Context: an optimization exercise on an open-source flow, tuned for small area and few clock cycles. The choices shown serve that exercise and are no tape-out recipe.
The RTL was checked by simulation tests, not by an equivalence proof against the original design.
Power and IR drop assume default switching activity.

==> flow/config.mk <==
export PLATFORM = sky130hd
export DESIGN_NAME = stepper_shift_frame_composer
export DESIGN_NICKNAME = stepper_shift_frame_composer
export VERILOG_FILES = /design/flow/design.v
export SDC_FILE = /design/flow/constraint.sdc
export NUM_CORES = 4
export LEC_CHECK = 0
export CAP_MARGIN = 20
export CORE_MARGIN = 2
export CORE_UTILIZATION = 60
export SETUP_SLACK_MARGIN = 0.1
export SLEW_MARGIN = 20
==> flow/constraint.sdc <==
create_clock -name core_clock -period 5.0 [get_ports {clk}]
set_input_delay 1.0000 -clock core_clock [delete_from_list [all_inputs] [get_ports {clk}]]
set_output_delay 1.0000 -clock core_clock [all_outputs]
set_load 0.01 [all_outputs]
==> flow/design.v <==
package sfc_pkg;
	localparam int NUM_MOTORS_DEF = 64;
	localparam int MOTOR_W = 6;
	localparam int CMD_W = 3;
	localparam int WORD_W = 64;
	localparam int WIDX_W = 2;
	localparam int STORE_BITS = 192;
	localparam int FRAME_CNT_W = 3;
	localparam logic [WORD_W-1:0] MASK_RESET = 64'hFFFF_FFFF_FFFF_0000;
	localparam logic KIND_FULL = 1'b0;
	localparam logic KIND_NOCLK = 1'b1;
	typedef enum logic [CMD_W-1:0] {
		CMD_STORE = 3'd0,
		CMD_CLR_ONE = 3'd1,
		CMD_CLR_ALL = 3'd2,
		CMD_SEND = 3'd3,
		CMD_SEND_AUTO = 3'd4,
		CMD_SEND_CHG = 3'd5,
		CMD_SEND_CHG_AUTO = 3'd6
	} cmd_t;
	typedef enum logic {
		ST_IDLE,
		ST_EMIT
	} state_t;
	typedef struct packed {
		logic store;
		logic clr_one;
		logic clr_all;
		logic sent_full;
		logic sent_noclk;
		logic sel_noclk;
		logic [WIDX_W-1:0] word_idx;
	} dp_cmd_t;
	typedef struct packed {
		logic rise;
		logic changed;
	} dp_sts_t;
endpackage
module stepper_shift_frame_composer #(
	parameter int NUM_MOTORS = sfc_pkg::NUM_MOTORS_DEF
) (
	input  logic                          clk,
	input  logic                          arst_n,
	input  logic                          cmd_valid,
	output logic                          cmd_ready,
	input  logic [sfc_pkg::CMD_W-1:0]     cmd_command,
	input  logic [sfc_pkg::MOTOR_W-1:0]   cmd_motor_index,
	input  logic                          cmd_clk_bit,
	input  logic                          cmd_dir_bit,
	input  logic                          cmd_stby_bit,
	output logic                          frame_valid,
	input  logic                          frame_ready,
	output logic [sfc_pkg::WORD_W-1:0]    frame_word,
	output logic [sfc_pkg::WIDX_W-1:0]    frame_word_index,
	output logic                          frame_end_of_frame,
	output logic                          frame_last,
	input  logic                          cfg_valid,
	output logic                          cfg_ready,
	input  logic [sfc_pkg::WORD_W-1:0]    cfg_data
);
	localparam int M = 64;
	localparam logic [1:0] P_F    = 2'd0;
	localparam logic [1:0] P_FN   = 2'd1;
	localparam logic [1:0] P_NFFN = 2'd2;
	localparam logic [1:0] P_NFN  = 2'd3;
	logic [M-1:0] c_clk, c_dir, c_stb;
	logic [M-1:0] s_clk, s_dir, s_stb;
	logic         s_nc;
	logic [M-1:0] mask_q;
	logic         mask_set_q;
	logic [1:0]   init_q;
	logic         busy_q;
	logic [2:0]   wsel_q;    
	logic [1:0]   frm_q;
	logic [1:0]   plan_q;
	logic changed, rise, go, auto_cmd, acc, start, start_idle, last_frame, last_xfer, adv;
	logic is_store, is_clr1, is_clrall, init1, init2;
	logic [1:0] plan_d, frm_nx;
	logic nc_first, nc_sel;
	logic dir_eff;
	assign cfg_ready = 1'b1;
	assign init1 = (init_q == 2'd1);
	assign init2 = (init_q == 2'd2);
	assign changed = |(c_dir ^ s_dir) | |(c_stb ^ s_stb) | (s_nc ? |c_clk : |(c_clk ^ s_clk));
	assign rise = |(c_stb & ~s_stb);
	assign is_store  = (cmd_command == sfc_pkg::CMD_STORE);
	assign is_clr1   = (cmd_command == sfc_pkg::CMD_CLR_ONE);
	assign is_clrall = (cmd_command == sfc_pkg::CMD_CLR_ALL);
	assign auto_cmd  = (cmd_command == sfc_pkg::CMD_SEND_AUTO) || (cmd_command == sfc_pkg::CMD_SEND_CHG_AUTO);
	always_comb begin
		case (cmd_command)
			sfc_pkg::CMD_SEND, sfc_pkg::CMD_SEND_AUTO: go = 1'b1;
			sfc_pkg::CMD_SEND_CHG, sfc_pkg::CMD_SEND_CHG_AUTO: go = changed;
			default: go = 1'b0;
		endcase
		if (!auto_cmd) plan_d = P_F;
		else if (!rise) plan_d = P_FN;
		else if (cmd_command == sfc_pkg::CMD_SEND_AUTO) plan_d = P_NFFN;
		else plan_d = P_NFN;
		nc_first = auto_cmd && rise;
	end
	assign frm_nx = frm_q + 2'd1;
	always_comb begin
		case (plan_q)
			P_F:    begin last_frame = (frm_q == 2'd0); nc_sel = 1'b0; end
			P_FN:   begin last_frame = (frm_q == 2'd1); nc_sel = (frm_q == 2'd1); end
			P_NFFN: begin last_frame = (frm_q == 2'd3); nc_sel = (frm_q == 2'd0) || (frm_q == 2'd3); end
			default: begin last_frame = (frm_q == 2'd2); nc_sel = (frm_q == 2'd0) || (frm_q == 2'd2); end
		endcase
	end
	assign adv = busy_q && frame_ready;
	assign last_xfer = adv && wsel_q[2] && last_frame;
	assign cmd_ready = (init_q == 2'd0) && (!busy_q || !go || last_xfer);
	assign acc = cmd_valid && cmd_ready;
	assign start = acc && go;
	assign start_idle = start && !busy_q;
	assign frame_valid = busy_q || start_idle;
	assign frame_word_index = {wsel_q[2], wsel_q[1]};
	assign frame_end_of_frame = wsel_q[2];
	assign frame_last = wsel_q[2] && last_frame;
	assign dir_eff = cmd_dir_bit ^ (mask_set_q ? mask_q[cmd_motor_index] : (cmd_motor_index[5:4] != 2'd0));
	always_ff @(posedge clk) begin
		if (cfg_valid) mask_q <= cfg_data;
	end
	logic [M-1:0] en_cs, en_d;
	logic clr_g, wr_cs, wr_d, st_c, st_d, st_s, acc_nosend;
	assign acc_nosend = cmd_valid && (init_q == 2'd0);
	assign clr_g = init2 || (acc_nosend && is_clrall);
	assign wr_cs = acc_nosend && (is_store || is_clr1);
	assign wr_d = acc_nosend && is_store;
	assign st_c = wr_d && cmd_clk_bit;
	assign st_d = wr_d && dir_eff;
	assign st_s = wr_d && cmd_stby_bit;
	always_comb begin
		for (int k = 0; k < M; k++) begin
			en_cs[k] = clr_g || (wr_cs && cmd_motor_index == 6'(k));
			en_d[k] = en_cs[k] && (init2 || wr_d);
		end
	end
	always_ff @(posedge clk) begin
		for (int k = 0; k < M; k++) begin
			if (en_cs[k]) begin
				c_clk[k] <= st_c;
				c_stb[k] <= st_s;
			end
			if (en_d[k]) c_dir[k] <= st_d;
		end
	end
	always_ff @(posedge clk) begin
		if (start || init1) begin
			s_clk <= c_clk;
			s_dir <= c_dir;
			s_stb <= c_stb;
		end
	end
	always_ff @(posedge clk or negedge arst_n) begin
		if (!arst_n) begin
			init_q <= 2'd2;
			s_nc <= 1'b0;
			mask_set_q <= 1'b0;
			busy_q <= 1'b0;
			wsel_q <= 3'b000;
			frm_q <= 2'd0;
			plan_q <= P_F;
		end else begin
			if (init_q != 2'd0) init_q <= init_q - 2'd1;
			if (init1) s_nc <= 1'b0;
			else if (start) s_nc <= auto_cmd;
			if (cfg_valid) mask_set_q <= 1'b1;
			if (start) begin
				busy_q <= 1'b1;
				frm_q <= 2'd0;
				plan_q <= plan_d;
				if (start_idle && frame_ready) wsel_q <= 3'b010;
				else wsel_q <= 3'b001;
			end else begin
				if (last_xfer) begin
					busy_q <= 1'b0;
					wsel_q <= 3'b000;
				end else if (adv) begin
					wsel_q <= {wsel_q[1:0], wsel_q[2]};
					if (wsel_q[2]) frm_q <= frm_nx;
				end
			end
		end
	end
	logic idle_sel, idle_selc;
	assign idle_sel = !busy_q;
	assign idle_selc = !busy_q && !nc_first;
	always_comb begin
		for (int j = 0; j < 64; j++) begin
			case (j % 3)
				0: frame_word[63-j] = c_clk[j / 3] & idle_selc;
				1: frame_word[63-j] = c_dir[j / 3] & idle_sel;
				default: frame_word[63-j] = c_stb[j / 3] & idle_sel;
			endcase
			for (int w = 0; w < 3; w++) begin
				case ((64*w + j) % 3)
					0: frame_word[63-j] = frame_word[63-j] | (s_clk[(64*w + j) / 3] & wsel_q[w] & !nc_sel);
					1: frame_word[63-j] = frame_word[63-j] | (s_dir[(64*w + j) / 3] & wsel_q[w]);
					default: frame_word[63-j] = frame_word[63-j] | (s_stb[(64*w + j) / 3] & wsel_q[w]);
				endcase
			end
		end
	end
endmodule
==> flow/flow/run.sh <==
#!/bin/bash
# Standard layout with smaller port buffers and a clock tree of clkbuf_4
# buffers without dummy loads.
set -euo pipefail
export BUFFER_PORTS_ARGS="-buffer_cell sky130_fd_sc_hd__buf_1"
export CTS_ARGS="-sink_clustering_enable -repair_clock_nets -dont_use_dummy_load -sink_clustering_size 10 -sink_clustering_max_diameter 40 -buf_list {sky130_fd_sc_hd__clkbuf_4}"
bash standard.sh > make_finish.log 2>&1
==> flow/standard.sh <==
#!/bin/bash
# synth_recipe.tcl (not shown) runs the flow's synth.tcl, then flattens the netlist and writes it again
# the make line also repeats each setting of config.mk as NAME=value (left out here)
make -C /OpenROAD-flow-scripts/flow DESIGN_CONFIG=/design/flow/config.mk WORK_HOME=/design/flow/orfs CLKGATE_MAP_FILE= SYNTH_SCRIPT=/design/flow/synth_recipe.tcl "${@:-finish}"
==> notes.md, run 1 <==
* FP Rows at 66
* Gpl congestion at 1.04
* Min-delay worst type: in -> async
* Post-route cell area at 0.0218 mm^2
* Layout cells sized above 1 at 0.102
* Fin crit share at 0.970
* Seq cells post-synth at 460
* Clk slew on worst S/H paths at 110 ps
* PnR worst setup slack at 148 ps
* Sw Pwr at 2.98 mW
* Final setup fails at 0
* CTS Buf Count at 59
* Max-Cap Viols at 0
* Post-synthesis mux area share at 0.0258
* Area leader, netlist: edfxtp_1
* Reg-to-Reg End: s_clk[36]
* Synth async-reset ratio at 0.0261
* Post-Synth Adder-Cell Area at 0.0446
* Fin cells at 1999
* RSZ-0062 raised after global routing: no
* Die ar. at 0.0346 mm^2
* Required @ worst endpoint at 4000 ps
* DRT Wirelength at 63900 um
* Final min period at 4850 ps
* Mapped Avg Cell Area at 14.7 um^2
* Critical Path AT at 3850 ps
* Hold WS at 271 ps
* Comb pwr share at 0.255
* GRT overflow at 0
* Largest net degree at the start of global routing at 74
* Buffer levels on the longest clock path at 3
* Clock share of power at 0.201
* H-tree depth at 2
* EDFF count, synth at 448
* Post-synth top area share at 0.676
* 1st-pass router iterations at 9
* Multi-input logic area at 0.00571 mm^2
* FILL cells at 2502
* Initial Utilization at 0.610
* Outcome: no timing/DRC/antenna violations
* Sequential share of power at 0.544
* Synth Flop Type: edfxtp_1
* YS warnings at 1
* Post-route DRC violation count at 0
* Compound-Gate Fraction of Synth Area at 0.0617
* Pwr per Cell Area at 400 mW/mm^2
* Slew headroom at 0.255
* Dpl cell area at 0.0212 mm^2
* Cell Chain, Critical Path: nor4_1 -> nand4_1 -> nor4_1 -> mux2i_1 -> nand4b_1 -> a21oi_2 -> o21a_1 -> buf_1
* Overall power at 8.70 mW
* Vias at 13300
* Root buffer cell: clkbuf_4
* Post-route core utilization at 0.667
* Leakage Power at 8.22 nW
* Clock sinks at 460
* NumNets Final at 1709
* Unique masters post-synth at 52
* CP Capture Type: output port
* Most common cell in the synthesized netlist: edfxtp_1
* Commonest cells in the netlist: edfxtp_1 (448), nand2_1 (149), xor2_1 (90)
* Syn Std Cell Area at 0.0199 mm^2
* Via density at 6.66
* Reg2Reg Depth at 11
* Reg2reg setup slack at 630 ps
* Critical path's largest stage delay at 760 ps
* Largest family of logic cells by synthesized area: simple AND/OR/NAND/NOR gates
* Die W at 186 um
* Placed Instances at 1934
* Layout area overhead at 9.37%
* Sw Ratio at 0.342
* R2R Path Start: c_stb[5]
* GRT Util Overall at 0.376
* WP buf/inv at 1
* Initial antenna violation count at 2
* Core region area at 0.0326 mm^2
* Fmax at 206 MHz
* I/O Pins at 152
* Drt wl/cell at 32.0 um
* Worst IR drop on VDD at 0.561 mV
* Max Transition Viols Final at 0
* Synthesized Nets at 1508
* Hold Buf Count CTS at 0
* Least-Margin Pin Slew at 1110 ps
* Routed Antenna Nets at 0
* CP max-delay cell: nor4_1
* Register area share after synthesis at 0.691
* Most used cell, CP: nor4_1
* Fin Setup TNS at 0 ps
* Clk Latency, worst-skew pair at 800 ps
* Hpwl dp at 45900 um
* Final Hold Fails at 0
* Setup CP Type: reg -> out
* CTS tree: built
* Clk_skew at 73.1 ps
* Pint at 5.72 mW
* FF/Latch Area at 0.0138 mm^2
* Placement Setup Slack at -26.2 ps
* Synth Area in Simple Gates at 0.0987
* Drt initial violations at 2433
* Top post-synthesis cells by area: edfxtp_1 (68%), ha_1 (4.5%), xor2_1 (4.0%)
* Nature of the critical path startpoint: flip-flop
* Global-route wire length before repair at 89100 um
* PortBufs at 150
* Vias in the first global route at 12500
* CP top delay family: simple AND/OR/NAND/NOR gates
* Die height at 186 um
* XOR/XNOR share of the synthesized area at 0.0493
* Max Fanout on Critical Path at 3
* Cells after Synth at 1356
[what timing repair did]
| item | 4_1_cts | 5_1_grt |
|---|---|---|
| resized for setup | 7 | 8 |
| setup buffers | 2 | 2 |
| endpoints found under the setup margin | 24 | 19 |
| pin swaps | 2 | 1 |
[power by group through the flow]
stage	sequential (mW)	clock, mW	combinational, mW
2_1_floorplan	4.72	0	1.24
3_3_place_gp	4.80	0	2.16
3_5_place_dp	4.80	0	2.17
4_1_cts	4.72	1.75	2.18
5_1_grt	4.75	1.89	2.34
6_report	4.73	1.75	2.22
[metal layers]
metal | global-route usage | part of all wire
met5 | 0 | 0
met4 | 0.162 | 0.049
met3 | 0.0956 | 0.15
met2 | 0.537 | 0.43
met1 | 0.553 | 0.38
[layout by cell type (no fill, tap or decap), drive strengths merged, types with 63 or more instances in the layout]
| cell type | n |
|---|---|
| edfxtp | 448 |
| buf | 193 |
| nand2 | 149 |
| xor2 | 90 |
| inv | 88 |
| nor2b | 80 |
| ha | 71 |
| o21ai | 71 |
| a222oi | 64 |
| nor4 | 63 |
[kinds of logic (layout without fill, tap and decap cells)]
kind of cell / after synthesis / in the layout
flops: 460 / 460
simple gates: 378 / 378
compound gates: 166 / 166
buf+inv: 143 / 342
xor+xnor: 112 / 112
fa+ha+maj: 71 / 71
mux: 25 / 25
other cells: 1 / 3
[sequential cells by signal, summed over array words and instances, names as in the netlist]
signal,count
c_clk,64
c_dir,64
c_stb,64
mask_q,64
s_clk,64
s_dir,64
s_stb,64
wsel_q,3
frm_q,2
init_q,2
plan_q,2
busy_q,1
mask_set_q,1
s_nc,1
[area by class of cell]
cell class,count,area share
multi-input cells,753,0.262
clock buffers,59,0.0203
flip-flops and latches,460,0.632
well taps,442,0.0254
inverters,88,0.0152
diodes,2,0.000230
repair buffers,195,0.0444
[worst max path at each step]
stage              startpoint          end  slack [ps]  cells past startpoint
6_report            c_clk[33]    cmd_ready         150                      8
5_1_grt              s_stb[2]  frame_valid         100                     11
4_1_cts             s_stb[62]  frame_valid         150                     11
3_5_place_dp   cmd_command[1]    s_dir[10]         -30                      9
3_3_place_gp   cmd_command[1]    s_clk[53]         -40                      9
2_1_floorplan        c_stb[0]     s_clk[0]         560                      8
Testbench counts, summed over its fixed seeds: cycles 9,472.
==> inputs of run 2 (changes only) <==
==> flow/flow/run.sh (replaced) <==
#!/bin/bash
# Standard layout with smaller port buffers and a clock tree of clkbuf_8
# buffers without dummy loads.
set -euo pipefail
export BUFFER_PORTS_ARGS="-buffer_cell sky130_fd_sc_hd__buf_1"
export CTS_ARGS="-sink_clustering_enable -repair_clock_nets -dont_use_dummy_load -sink_clustering_size 16 -sink_clustering_max_diameter 50 -buf_list {sky130_fd_sc_hd__clkbuf_8}"
bash standard.sh > make_finish.log 2>&1
==> run 2 against run 1 <==
Against the previous run: clock power up 15%; wire length down 0.27%; via count about the same; design area up 0.37%; still clean on timing, DRC and antenna; clock skew up 19 ps.
==> notes.md, run 2 <==
* Max Transition Viols Final at 0
* Nature of the critical path startpoint: flip-flop
* DRT Wirelength at 63800 um
* Reg2reg setup slack at 490 ps
* Most common cell in the synthesized netlist: edfxtp_1
* Cell Chain, Critical Path: nor4_1 -> nand4_1 -> nor4_1 -> mux2i_1 -> nand4b_1 -> a21oi_1 -> o21a_1 -> buf_1
* Global-route wire length before repair at 88800 um
* Top post-synthesis cells by area: edfxtp_1 (68%), ha_1 (4.5%), xor2_1 (4.0%)
* CTS tree: built
* Critical Path AT at 3880 ps
* 1st-pass router iterations at 7
* Clock sinks at 460
* YS warnings at 1
* Hold WS at 416 ps
* Syn Std Cell Area at 0.0199 mm^2
* EDFF count, synth at 448
* Reg2Reg Depth at 11
* NumNets Final at 1691
* Post-route core utilization at 0.670
* Area leader, netlist: edfxtp_1
* Placement Setup Slack at -26.2 ps
* Clk slew on worst S/H paths at 100 ps
* Fin crit share at 0.977
* Final setup fails at 0
* FILL cells at 2470
* Drt initial violations at 2516
* Drt wl/cell at 32.2 um
* Post-synth top area share at 0.676
* Unique masters post-synth at 52
* Gpl congestion at 1.04
* Layout area overhead at 9.77%
* Core region area at 0.0326 mm^2
* Leakage Power at 8.24 nW
* Initial Utilization at 0.610
* Hpwl dp at 45900 um
* PnR worst setup slack at 116 ps
* Cells after Synth at 1356
* Pwr per Cell Area at 410 mW/mm^2
* Buffer levels on the longest clock path at 3
* Slew headroom at 0.235
* CTS Buf Count at 44
* Synth Flop Type: edfxtp_1
* Routed Antenna Nets at 0
* Die W at 186 um
* Die height at 186 um
* Overall power at 8.96 mW
* I/O Pins at 152
* Hold Buf Count CTS at 0
* Setup CP Type: reg -> out
* Layout cells sized above 1 at 0.0859
* Fmax at 205 MHz
* CP top delay family: simple AND/OR/NAND/NOR gates
* FP Rows at 66
* Vias at 13300
* GRT overflow at 0
* GRT Util Overall at 0.376
* Dpl cell area at 0.0212 mm^2
* Worst IR drop on VDD at 0.589 mV
* Register area share after synthesis at 0.691
* Post-route DRC violation count at 0
* Min-delay worst type: in -> async
* Mapped Avg Cell Area at 14.7 um^2
* Least-Margin Pin Slew at 1140 ps
* Commonest cells after routing, fill and taps aside: edfxtp_1 (448), nand2_1 (149), buf_1 (147)
* Clk Latency, worst-skew pair at 640 ps
* CP max-delay cell: nor4_1
* RSZ-0062 raised after global routing: no
* Clk_skew at 92.1 ps
* Final Hold Fails at 0
* Root buffer cell: clkbuf_8
* CP Capture Type: output port
* Synth async-reset ratio at 0.0261
* WP buf/inv at 1
* Vias in the first global route at 12400
* Seq cells post-synth at 460
* Max Fanout on Critical Path at 4
* H-tree depth at 2
* Largest net degree at the start of global routing at 74
* PortBufs at 150
* Via density at 6.72
* Synthesized Nets at 1508
* Commonest non-fill, non-tap cell in the layout: edfxtp_1
* Commonest cells in the netlist: edfxtp_1 (448), nand2_1 (149), xor2_1 (90)
* Die ar. at 0.0346 mm^2
* Initial antenna violation count at 1
* R2R Path Start: s_stb[62]
* Critical path's largest stage delay at 890 ps
* Required @ worst endpoint at 4000 ps
* Most used cell, CP: nor4_1
* Final min period at 4880 ps
* Reg-to-Reg End: s_stb[63]
* Post-route cell area at 0.0219 mm^2
* Max-Cap Viols at 0
* Outcome: no timing/DRC/antenna violations
run 2: metrics by stage:
step | setup TNS [ps] | cells
2_1_floorplan | 0 | 1356
3_3_place_gp | -3160 | 1934
3_5_place_dp | -1820 | 1934
4_1_cts | 0 | 1979
5_1_grt | 0 | 1979
6_report | 0 | 1980
run 2: cell type report:
cell class / instances / area (um^2) / area share
Clock buffer: 44 / 606 / 0.0277
Multi-Input combinational cell: 753 / 5660 / 0.259
Tap cell: 442 / 553 / 0.0253
Inverter: 88 / 330 / 0.0151
Antenna cell: 1 / 2.50 / 0.000115
Timing Repair Buffer: 192 / 945 / 0.0432
Sequential cell: 460 / 13800 / 0.630
run 2: how the worst max path moves through the flow:
stage / to / cells after the start / slack, ps / from
after floorplan: s_clk[0] / 8 / 560 / c_stb[0]
after global placement: s_clk[53] / 9 / -40 / cmd_command[1]
after detailed placement: s_dir[10] / 9 / -30 / cmd_command[1]
after CTS: cmd_ready / 9 / 160 / c_clk[12]
after global routing: frame_valid / 10 / 100 / s_stb[62]
final: cmd_ready / 8 / 120 / c_clk[7]
run 2: logic make-up (layout without fill, tap and decap cells):
family / Yosys count / in the layout / share of synthesized area
other cells: 1 / 2 / 0.000188
mux: 25 / 25 / 0.0258
flops: 460 / 460 / 0.691
buf+inv: 143 / 324 / 0.0287
simple gates: 378 / 378 / 0.0987
fa+ha+maj: 71 / 71 / 0.0446
compound gates: 166 / 166 / 0.0617
xor+xnor: 112 / 112 / 0.0493
run 2: repair_timing:
item / 4_1_cts / 5_1_grt
resized for setup: 3 / 2
setup buffers: 1 / 0
setup endpoints to repair: 19 / 1
pin swaps: 1 / 0
run 2: per-layer routing:
metal | vias to the layer above | GRT usage | share of wire
met5 | - | 0 | 0.00017
met4 | 2 | 0.150 | 0.044
li1 | 5504 | - | -
met3 | 139 | 0.0868 | 0.14
met1 | 6546 | 0.556 | 0.39
met2 | 1113 | 0.546 | 0.43
run 2: power breakdown:
| group | internal (mW) | switching (mW) | leakage (nW) |
|---|---|---|---|
| logic | 0.673 | 1.54 | 3.18 |
| registers | 4.51 | 0.221 | 4.75 |
| clock network | 0.786 | 1.23 | 0.316 |
| total | 5.97 | 2.99 | 8.24 |

port drivers added, routing unchanged:
The flow's constraints put no driver on any port. The routed layouts listed below were extracted and timed again, unchanged, in two steps. Step 1 sets driving cells, clkbuf_16 on the clock port and buf_2 on the other inputs (assumed; they add their load-dependent delay and slew). Step 2 moves the port delays by t, midway between the first and last clock arrival at a register: inputs arrive t later, outputs are due t later. That takes back most of the time a late clock gives input paths. a / b / c = no drivers / after step 1 / after step 2; a / b = the first two.
run	shift t [ns]	slack for setup (ns)	pins driven straight from the clock port
run 1	0.820	0.148 / 0.092 / 0.085	1
run 2	0.651	0.116 / 0.063 / -0.087	1
With both steps, setup timing fails in run 2, where it was met with ideal ports. For run 2, which loses most, drivers alone change the setup slack by -0.053 ns; drivers and shift together by -0.203 ns.
